From an optimization exercise on the open Yosys and OpenROAD flow, aimed at small area and a short achievable clock period; shortcuts taken in it are not production practice. Function was checked by simulation only, so behaviour that the tests miss may differ from the original.

==> nickel: inputs <==
## mult_sched
module mult_sched
#(
    parameter int NREQ = 4,
    parameter int LAT  = 1
) (
    input  logic                      pclk,
    input  logic                      reset,
    input  logic [NREQ-1:0]           req_valid,
    output logic [NREQ-1:0]           req_ready,
    input  logic [NREQ*A_W-1:0]       req_a,
    input  logic [NREQ*B_W-1:0]       req_b,
    input  logic [NREQ-1:0]           req_mask,
    output logic                      rsp_valid,
    output logic [$clog2(NREQ)-1:0]   rsp_id,
    output logic [P_W-1:0]            rsp_data,
    output logic                      busy
);
    logic [3:0]            elig_s;
    logic [3:0]            grant_s;
    logic                  accept_s;
    logic [1:0]            g_idx_s;
    logic [1:0]            rr_ptr_r;
    logic signed [A_W-1:0] a_sel_s;
    logic signed [B_W-1:0] b_sel_s;
    logic                  v_r;
    logic [1:0]            id_r;
    logic [3:0]            ahead_s [4];
    logic [1:0]            di_s, dj_s;
    always_comb begin
        for (int i = 0; i < 4; i++) begin
            for (int j = 0; j < 4; j++) begin
                di_s = 2'(i) - rr_ptr_r;
                dj_s = 2'(j) - rr_ptr_r;
                ahead_s[i][j] = (dj_s < di_s);
            end
        end
        elig_s = req_valid & ~req_mask;
        for (int i = 0; i < 4; i++) begin
            grant_s[i] = elig_s[i] & ~|(elig_s & ahead_s[i]);
        end
        accept_s = |elig_s;
        g_idx_s  = {grant_s[3] | grant_s[2], grant_s[3] | grant_s[1]};
        a_sel_s = '0;
        b_sel_s = '0;
        for (int i = 0; i < NREQ; i++) begin
            a_sel_s = a_sel_s | (req_a[i*A_W +: A_W] & {A_W{grant_s[i]}});
            b_sel_s = b_sel_s | (req_b[i*B_W +: B_W] & {B_W{grant_s[i]}});
        end
    end
    mult_pipe u_mult (
        .pclk  (pclk),
  ...
Settings: LEC_CHECK=0, ABC_AREA=1, CAP_MARGIN=20, CORE_MARGIN=2, CORE_UTILIZATION=50, SLEW_MARGIN=20, SYNTH_HIERARCHICAL=1, SYNTH_MINIMUM_KEEP_SIZE=0; clock period 15.0 ns.
standard.sh (not shown) runs the stock make flow with config.mk's settings and CLKGATE_MAP_FILE= SYNTH_SCRIPT=/design/flow/synth_recipe.tcl, a recipe that flattens the netlist after the stock synthesis.
==> flow/flow/run.sh <==
#!/bin/bash
# Layout: the standard flow (standard.sh) with these changes to how it is made:
#  - synthesis maps logic with an area-oriented ABC script (flow/abc_area.script, picked
#    through ABC_AREA=1 from a copy of the ORFS scripts folder);
#  - the port buffers that placement inserts on every input and output are buf_1 cells;
#  - timing repair aims for a larger setup margin up to clock tree synthesis, and a
#    smaller one after global routing.
# Each tool's output goes to its own log under orfs/logs/; make's output to run_make*.log.
set -euo pipefail
rm -rf scripts_own
cp -r "$FLOW_HOME/scripts" scripts_own
cp flow/abc_area.script scripts_own/abc_area.script
BUF="BUFFER_PORTS_ARGS=-buffer_cell sky130_fd_sc_hd__buf_1"
bash standard.sh SCRIPTS_DIR="$PWD/scripts_own" SETUP_SLACK_MARGIN=7.15 "$BUF" cts > run_make_cts.log 2>&1
bash standard.sh SCRIPTS_DIR="$PWD/scripts_own" SETUP_SLACK_MARGIN=6.75 "$BUF" > run_make.log 2>&1
==> flow/flow/abc_area.script <==
strash
dch
amap
topo
stime -c
buffer -c
upsize -c
dnsize -c
==> inputs of amber, as changes to nickel <==
--- a/flow/flow/run.sh
+++ b/flow/flow/run.sh
@@ -13,3 +13,3 @@
 BUF="BUFFER_PORTS_ARGS=-buffer_cell sky130_fd_sc_hd__buf_1"
-bash standard.sh SCRIPTS_DIR="$PWD/scripts_own" SETUP_SLACK_MARGIN=7.15 "$BUF" cts > run_make_cts.log 2>&1
-bash standard.sh SCRIPTS_DIR="$PWD/scripts_own" SETUP_SLACK_MARGIN=6.75 "$BUF" > run_make.log 2>&1
+bash standard.sh SCRIPTS_DIR="$PWD/scripts_own" SETUP_SLACK_MARGIN=7.0 "$BUF" cts > run_make_cts.log 2>&1
+bash standard.sh SCRIPTS_DIR="$PWD/scripts_own" SETUP_SLACK_MARGIN=6.6 "$BUF" > run_make.log 2>&1
==> inputs of pepper, as changes to nickel <==
--- a/flow/flow/run.sh
+++ b/flow/flow/run.sh
@@ -13,3 +13,3 @@
 BUF="BUFFER_PORTS_ARGS=-buffer_cell sky130_fd_sc_hd__buf_1"
-bash standard.sh SCRIPTS_DIR="$PWD/scripts_own" SETUP_SLACK_MARGIN=7.15 "$BUF" cts > run_make_cts.log 2>&1
-bash standard.sh SCRIPTS_DIR="$PWD/scripts_own" SETUP_SLACK_MARGIN=6.75 "$BUF" > run_make.log 2>&1
+bash standard.sh SCRIPTS_DIR="$PWD/scripts_own" SETUP_SLACK_MARGIN=7.0 "$BUF" cts > run_make_cts.log 2>&1
+bash standard.sh SCRIPTS_DIR="$PWD/scripts_own" SETUP_SLACK_MARGIN=6.6 "$BUF" > run_make.log 2>&1
- CORE_UTILIZATION: 50 -> 60
==> impl_metrics.env <==
export IMPL_worstSetupEndpoint="u_mult.s_r[12]"
export IMPL_cts_clk_slew_worst_paths_ns=0.06
export IMPL_routed_wl_met3_um=11240
export IMPL_num_tap_cells=539
export IMPL_layout_drive_gt1_share_pct=6.132
export IMPL_dp_cells=3681
export IMPL_grt_util_met2_pct=70.90
export IMPL_outcome="complete, no violations"
export IMPL_grt_use_met1_pct=52.93
That was pepper.
==> impl_metrics.env <==
export IMPL_routed_wl_met3_um=10360
export IMPL_num_tap_cells=672
export IMPL_dp_cells=3816
export IMPL_grt_use_met1_pct=47.59
export IMPL_outcome="complete, no violations"
export IMPL_worstSetupEndpoint="u_mult.c_r[12]"
export IMPL_cts_clk_slew_worst_paths_ns=0.07
That was amber.
==> impl_metrics.env <==
export IMPL_outcome="complete, no violations"
export IMPL_grt_util_met2_pct=64.17
export IMPL_grt_use_met1_pct=51.77
export IMPL_routed_wl_met3_um=10490
export IMPL_layout_drive_gt1_share_pct=8.336
export IMPL_cts_clk_slew_worst_paths_ns=0.07
export IMPL_dp_cells=3821
export IMPL_worstSetupEndpoint="u_mult.l_r[11]"
export IMPL_num_tap_cells=672
That was nickel.

==> port drivers added, routing unchanged <==
No port has a modelled driver above. Below, the same layouts with a new extraction and two added sets of constraints. Step 1, drivers: a clkbuf_16 drives pclk and a buf_2 each remaining input, both assumed. Step 2 moves the port delays by t, midway between the first and last clock arrival at a register: inputs arrive t later, outputs are due t later. That takes back most of the time a late clock gives input paths. Three values: no drivers, after step 1, after step 2; two values: the first two.
run | t, ns | setup slack, ns | cell pins on the clock port's net
nickel | 0.585 | 6.943 / 6.987 / 6.401 | 1
amber | 0.579 | 6.896 / 6.932 / 6.353 | 1
pepper | 0.564 | 6.823 / 6.861 / 6.297 | 1
After both steps every run listed still meets setup and hold. For amber, which loses most, drivers alone change the setup slack by +0.036 ns; drivers and shift together by -0.543 ns.
